Source: an optimization exercise on an open RTL-to-GDS flow (aim: small area, a short achievable clock period and few clock cycles). Production flows keep margins and buffers that such runs may drop.
Only simulation tests tie the RTL to the original design; equivalence was not proved.
No activity file was given, so power comes from the tool's default toggle rates.

==> flow/design.v <==
`default_nettype none
package mold_pkg;
	typedef struct packed {
		logic                    valid;
		logic                    last;
		logic [8-1:0] keep;
		logic [64-1:0] data;
	} axis_beat_t;
	typedef struct packed {
		logic [80-1:0] sid;
		logic [64-1:0] seq;
		logic [16-1:0]  msg_cnt;
	} mold_header_t;
	typedef struct packed {
		logic [4-1:0]  cnt;
		logic [64-1:0] data;
	} byte_push_t;
	typedef struct packed {
		logic                    valid;
		logic                    start;
		logic                    last;
		logic [8-1:0] mask;
		logic [64-1:0] data;
	} mold_word_t;
	typedef struct packed {
		logic [80-1:0] sid;
		logic [64-1:0] seq;
	} mold_id_t;
endpackage
`default_nettype wire
`timescale 1ns/1ps
`default_nettype none
module moldudp64_rx_top
(
	input  wire        clk,
	input  wire        nreset,
	input  wire        s_tvalid,
	input  wire        s_tlast,
	input  wire [7:0]  s_tkeep,
	input  wire [63:0] s_tdata,
	output logic       s_tready,
	output logic       msg_valid,
	output logic       msg_start,
	output logic       msg_last,
	output logic [7:0] msg_mask,
	output logic [63:0] msg_data,
	output logic [79:0] msg_sid,
	output logic [63:0] msg_seq
);
localparam logic [2:0] M_H0 = 3'd0;    
localparam logic [2:0] M_H1 = 3'd1;    
localparam logic [2:0] M_H2 = 3'd2;    
localparam logic [2:0] M_LEN = 3'd3;   
localparam logic [2:0] M_BODY = 3'd4;  
logic [2:0]  mode_q;
logic [63:0] w0_q;
logic [3:0]  c_q;       
logic [15:0] rem_q;     
logic [3:0]  lw_q;      
logic [3:0]  np_q;      
logic        npok_q;    
logic [3:0]  lsel_q;    
logic        lastw_q;   
logic        zl_q;      
logic        first_q;   
logic [15:0] cnt_q;     
logic        lastmsg_q;
logic        fresh_q;   
logic        want_q;    
logic        need_q;    
logic        hold_q;    
logic [79:0] sid_q;
logic [63:0] seq_q;
logic        iv_q;
logic        inomsg_q;
logic [63:0] in_q;
logic        ov_q, os_q, ol_q;
logic [7:0]  om_q;
logic [63:0] od_q;
logic [7:0]  win [0:15];
logic [7:0]  in_hn_q, w0_hn_q;
logic [15:0] win_hn;
assign win_hn = {in_hn_q, w0_hn_q};
logic [15:0] win_z;     
logic [15:0] win_le8;   
always_comb begin
	for (int i = 0; i < 8; i++) begin
		win[i]   = w0_q[8*i +: 8];
		win[i+8] = in_q[8*i +: 8];
	end
	for (int i = 0; i < 16; i++) begin
		win_z[i]   = win_hn[i] && (win[i][3:0] == 4'd0);
		win_le8[i] = win_hn[i] && (!win[i][3] || win[i][2:0] == 3'd0);
	end
end
logic [135:0] win_flat;
logic [63:0]  word;
assign win_flat = {8'h00, in_q, w0_q};
logic [103:0] word_s4;
logic [79:0]  word_s2;
assign word_s4 = c_q[2] ? win_flat[135:32] : win_flat[103:0];
assign word_s2 = c_q[1] ? word_s4[95:16] : word_s4[79:0];
assign word    = c_q[0] ? word_s2[71:8] : word_s2[63:0];
logic [7:0]  winn [0:15];
logic [15:0] winn_le8;
logic [15:0] winn_z;
always_comb begin
	for (int i = 0; i < 15; i++) begin
		winn[i]     = win[i+1];
		winn_le8[i] = win_le8[i+1];
		winn_z[i]   = win_z[i+1];
	end
	winn[15]     = 8'd0;
	winn_le8[15] = 1'b0;
	winn_z[15]   = 1'b0;
end
logic [15:0] lfield;
logic        lf_zero;
logic        lf_le8;
logic [7:0]  lf_hi;
always_comb begin
	if (mode_q == M_LEN)
		lf_hi = word[7:0];
	else if (mode_q == M_H2)
		lf_hi = in_q[39:32];
	else
		lf_hi = 8'h00;
end
assign lfield  = {lf_hi, winn[lsel_q]};
assign lf_zero = win_z[lsel_q] & winn_z[lsel_q];
assign lf_le8  = win_z[lsel_q] & winn_le8[lsel_q];
logic [15:0] hcnt;
logic        nomsg;
assign hcnt  = {in_q[23:16], in_q[31:24]};
assign nomsg = inomsg_q;
logic       emit;
logic       seq_evt;
logic       load_len;
logic       msg_end;
logic [2:0] mode_n;
logic [4:0] cn;        
always_comb begin
	emit     = 1'b0;
	seq_evt  = 1'b0;
	load_len = 1'b0;
	msg_end  = 1'b0;
	mode_n   = mode_q;
	cn       = {1'b0, c_q};
	case (mode_q)
		M_H0: mode_n = M_H1;
		M_H1: mode_n = M_H2;
		M_H2: begin
			if (nomsg) begin
				mode_n = M_H0;
			end else begin
				load_len = 1'b1;
				mode_n   = M_BODY;
				cn       = 5'd14;
			end
		end
		M_LEN: begin
			if (!c_q[3]) begin
				load_len = 1'b1;
				mode_n   = M_BODY;
				cn       = {1'b0, c_q} + 5'd2;
			end
		end
		default: begin
			if (c_q[3]) begin
			end else if (zl_q) begin
				seq_evt = 1'b1;
				msg_end = 1'b1;
				if (lastmsg_q) begin
					if (c_q == 4'd0) begin
						mode_n = M_H1;
					end else begin
						mode_n = M_H0;
						cn     = 5'd8;
					end
				end else begin
					mode_n = M_LEN;
				end
			end else if (!lastw_q) begin
				emit    = 1'b1;
				seq_evt = first_q;
				cn      = {1'b0, c_q} + 5'd8;
			end else begin
				emit    = 1'b1;
				seq_evt = first_q;
				msg_end = 1'b1;
				if (lastmsg_q) begin
					mode_n = M_H0;
					cn     = (np_q > 4'd8) ? 5'd16 : 5'd8;
				end else begin
					load_len = 1'b1;
					if (np_q >= 4'd14 || !win_z[lsel_q]) begin
						mode_n = M_LEN;
						cn     = {1'b0, np_q};
					end else begin
						cn     = {1'b0, np_q} + 5'd2;
					end
				end
			end
		end
	endcase
end
logic act;
logic accept;
assign act      = !hold_q && (!need_q || iv_q);
assign accept   = want_q && iv_q;
assign s_tready = !iv_q || want_q;
always_ff @(posedge clk) begin
	if (!nreset)
		iv_q <= 1'b0;
	else if (s_tready)
		iv_q <= s_tvalid;
end
always_ff @(posedge clk) begin
	if (s_tready && s_tvalid) begin
		in_q <= s_tdata;
		inomsg_q <= s_tlast && !s_tkeep[4];
		for (int i = 0; i < 8; i++)
			in_hn_q[i] <= (s_tdata[8*i+4 +: 4] == 4'd0);
	end
end
logic [2:0] mode_adv;
always_comb begin
	mode_adv = mode_n;
	if (mode_n == M_H0 && accept && mode_q == M_BODY && cn == 5'd8)
		mode_adv = M_H1;
end
logic [4:0] c_adv;
assign c_adv = accept ? cn - 5'd8 : cn;
logic [2:0] mode_d;
logic [3:0] c_d;
logic       lastw_d;
logic       zl_d;
logic       lastmsg_d;
logic       npok_d;
logic [3:0] np_src;
always_comb begin
	mode_d    = mode_q;
	c_d       = c_q;
	lastw_d   = lastw_q;
	zl_d      = zl_q;
	lastmsg_d = lastmsg_q;
	if (act) begin
		mode_d = mode_adv;
		c_d    = c_adv[3:0];
		if (emit && !lastw_q)
			lastw_d = (rem_q <= 16'd16);
		if (load_len) begin
			lastw_d = lf_le8;
			zl_d    = lf_zero;
		end
		if (msg_end)
			lastmsg_d = (cnt_q == 16'd2);
		if (mode_q == M_H2)
			lastmsg_d = (hcnt == 16'd1);
	end
	npok_d = !(act && load_len);
	np_src = c_q[3] ? lw_q : c_q + lw_q;
end
logic want_d, need_d, hold_d;
logic hz_next;   
assign hz_next = accept ? (np_src[0] ? win_z[15] : win_z[14])
                        : (np_src[0] ? win_z[7]  : win_z[6]);
always_comb begin
	want_d = 1'b1;
	need_d = 1'b1;
	hold_d = 1'b0;
	if (mode_d == M_H0 || mode_d == M_H1 || mode_d == M_H2 || c_d[3]) begin
		want_d = 1'b1;
		need_d = 1'b1;
	end else if (mode_d == M_LEN) begin
		want_d = (c_d >= 4'd6);
		need_d = (c_d == 4'd7);
	end else if (!npok_d) begin
		want_d = !lastw_d;
		need_d = !lastw_d && (c_d != 4'd0);
		hold_d = lastw_d;
	end else if (zl_d) begin
		want_d = lastmsg_d && (c_d != 4'd0);
		need_d = 1'b0;
	end else if (!lastw_d) begin
		want_d = 1'b1;
		need_d = (c_d != 4'd0);
	end else if (lastmsg_d) begin
		want_d = 1'b1;
		need_d = (np_src > 4'd8);
	end else begin
		want_d = (np_src >= 4'd8) || ((np_src >= 4'd6) && hz_next);
		need_d = (np_src >= 4'd7);
	end
end
logic [3:0] lsel_d;
always_comb begin
	if (mode_d == M_H2)
		lsel_d = 4'd12;
	else if (mode_d == M_LEN)
		lsel_d = c_d;
	else
		lsel_d = np_src;
end
always_ff @(posedge clk) begin
	if (!nreset) begin
		mode_q <= M_H0;
		ov_q   <= 1'b0;
		want_q <= 1'b1;
		need_q <= 1'b1;
		hold_q <= 1'b0;
	end else begin
		mode_q <= mode_d;
		ov_q   <= act && emit;
		want_q <= want_d;
		need_q <= need_d;
		hold_q <= hold_d;
	end
end
always_ff @(posedge clk) begin
	if (accept) begin
		w0_q     <= in_q;
		w0_hn_q  <= in_hn_q;
	end
	c_q       <= c_d;
	lastw_q   <= lastw_d;
	zl_q      <= zl_d;
	lastmsg_q <= lastmsg_d;
	npok_q    <= npok_d;
	np_q      <= np_src;
	lsel_q    <= lsel_d;
	if (act) begin
		if (emit) begin
			first_q <= 1'b0;
			if (!lastw_q)
				rem_q <= rem_q - 16'd8;
		end
		if (load_len) begin
			rem_q   <= lfield;
			lw_q    <= (lfield[2:0] == 3'd0) ? 4'd8 : {1'b0, lfield[2:0]};
			first_q <= 1'b1;
		end
		if (msg_end)
			cnt_q <= cnt_q - 16'd1;
		if (mode_q == M_H2)
			cnt_q <= hcnt;
	end
end
always_ff @(posedge clk) begin
	if (act) begin
		if (mode_q == M_H1) begin
			sid_q        <= {w0_q[7:0], w0_q[15:8], w0_q[23:16], w0_q[31:24],
			                 w0_q[39:32], w0_q[47:40], w0_q[55:48], w0_q[63:56],
			                 in_q[7:0], in_q[15:8]};
			seq_q[63:16] <= {in_q[23:16], in_q[31:24], in_q[39:32],
			                 in_q[47:40], in_q[55:48], in_q[63:56]};
		end else if (mode_q == M_H2) begin
			seq_q[15:0] <= {in_q[7:0], in_q[15:8]};
			fresh_q     <= 1'b1;
		end else if (seq_evt) begin
			if (!fresh_q)
				seq_q <= seq_q + 64'd1;
			fresh_q <= 1'b0;
		end
	end
end
always_ff @(posedge clk) begin
	os_q <= first_q;
	ol_q <= lastw_q;
	od_q <= word;
	for (int i = 0; i < 8; i++)
		om_q[i] <= !lastw_q || (i < lw_q);
end
assign msg_valid = ov_q;
assign msg_start = os_q;
assign msg_last  = ol_q;
assign msg_mask  = om_q;
assign msg_data  = od_q;
assign msg_sid   = sid_q;
assign msg_seq   = seq_q;
endmodule
`default_nettype wire
==> flow/config.mk <==
export PLATFORM = sky130hd
export DESIGN_NAME = moldudp64_rx_top
export DESIGN_NICKNAME = moldudp64_rx_top
export VERILOG_FILES = /design/flow/design.v
export SDC_FILE = /design/flow/constraint.sdc
export NUM_CORES = 4
export LEC_CHECK = 0
export CAP_MARGIN = 20
export CORE_MARGIN = 2
export CORE_UTILIZATION = 40
export SETUP_SLACK_MARGIN = 4.0
export SLEW_MARGIN = 20
==> flow/constraint.sdc <==
create_clock -name core_clock -period 6.5 [get_ports {clk}]
set_input_delay 1.3000 -clock core_clock [delete_from_list [all_inputs] [get_ports {clk}]]
set_output_delay 1.3000 -clock core_clock [all_outputs]
set_load 0.01 [all_outputs]
standard.sh (not shown) runs the stock make flow with config.mk's settings and CLKGATE_MAP_FILE= SYNTH_SCRIPT=/design/flow/synth_recipe.tcl, a recipe that flattens the netlist after the stock synthesis.
==> flow/flow/run.sh <==
#!/bin/bash
# Layout: the standard flow (standard.sh, all steps to finish), with
# sky130_fd_sc_hd__buf_1 as the cell that buffers each input and output port.
# The full output of the run goes to standard.log in this folder; ORFS keeps
# each step's own log under orfs/logs.
set -uo pipefail
export BUFFER_PORTS_ARGS="-buffer_cell sky130_fd_sc_hd__buf_1"
bash standard.sh > standard.log 2>&1
status=$?
tail -n 20 standard.log
exit $status
The starting point completed without violations.
Testbench counts at the start, summed over its fixed seeds: cycles 15,562.
Then changed:
--- a/flow/design.v
+++ b/flow/design.v
@@ -79,7 +79,4 @@
 logic [63:0] od_q;
 logic [7:0]  win [0:15];
-logic [7:0]  in_hn_q, w0_hn_q;
-logic [15:0] win_hn;
-assign win_hn = {in_hn_q, w0_hn_q};
 logic [15:0] win_z;     
 logic [15:0] win_le8;   
@@ -90,16 +87,12 @@
 	end
 	for (int i = 0; i < 16; i++) begin
-		win_z[i]   = win_hn[i] && (win[i][3:0] == 4'd0);
-		win_le8[i] = win_hn[i] && (!win[i][3] || win[i][2:0] == 3'd0);
+		win_z[i]   = (win[i] == 8'd0);
+		win_le8[i] = (win[i] <= 8'd8);
 	end
 end
-logic [135:0] win_flat;
+logic [127:0] win_flat;
 logic [63:0]  word;
-assign win_flat = {8'h00, in_q, w0_q};
-logic [103:0] word_s4;
-logic [79:0]  word_s2;
-assign word_s4 = c_q[2] ? win_flat[135:32] : win_flat[103:0];
-assign word_s2 = c_q[1] ? word_s4[95:16] : word_s4[79:0];
-assign word    = c_q[0] ? word_s2[71:8] : word_s2[63:0];
+assign win_flat = {in_q, w0_q};
+assign word = win_flat[{c_q[2:0], 3'b000} +: 64];
 logic [7:0]  winn [0:15];
 logic [15:0] winn_le8;
@@ -220,6 +213,4 @@
 		in_q <= s_tdata;
 		inomsg_q <= s_tlast && !s_tkeep[4];
-		for (int i = 0; i < 8; i++)
-			in_hn_q[i] <= (s_tdata[8*i+4 +: 4] == 4'd0);
 	end
 end
@@ -319,8 +310,6 @@
 end
 always_ff @(posedge clk) begin
-	if (accept) begin
-		w0_q     <= in_q;
-		w0_hn_q  <= in_hn_q;
-	end
+	if (accept)
+		w0_q <= in_q;
 	c_q       <= c_d;
 	lastw_q   <= lastw_d;
Worst hold slack is worse by 0.0069 ns.
Wire length is higher by 5.9%.
Power is higher by 4.9%.
Area after synthesis is lower by 1.0%.
Non-clock buffer count is lower by 9.
Testbench counts after the change, summed over its fixed seeds: cycles 15,562.

==> separate check: timing with driven ports <==
The results above use ideal ports. As a check the final layouts listed here were re-extracted and re-timed, cells and wires unchanged.
Step 1, drivers: a clkbuf_16 drives clk and a buf_2 each remaining input, both assumed.
Step 2 adds t to the input delays and takes it off the output delays; t is the mean of the earliest and latest rising clock arrival at the registers after step 1. Input paths then give back, and output paths get back, about the clock's delay inside the block.
Three values: no drivers, after step 1, after step 2; two values: the first two.
run | shift t [ns] | setup slack, ns | clock arrival spread, ns | slew at the worst register clock pin (ns)
the first run | 0.643 | 3.735 / 3.735 / 3.586 | 0.027 / 0.026 | 0.07 / 0.07
the second run | 0.638 | 3.301 / 3.301 / 3.301 | 0.024 / 0.024 | 0.07 / 0.07
After both steps every run listed still meets setup and hold. For the first run, which loses most, drivers alone change the setup slack by 0.000 ns; drivers and shift together by -0.149 ns.
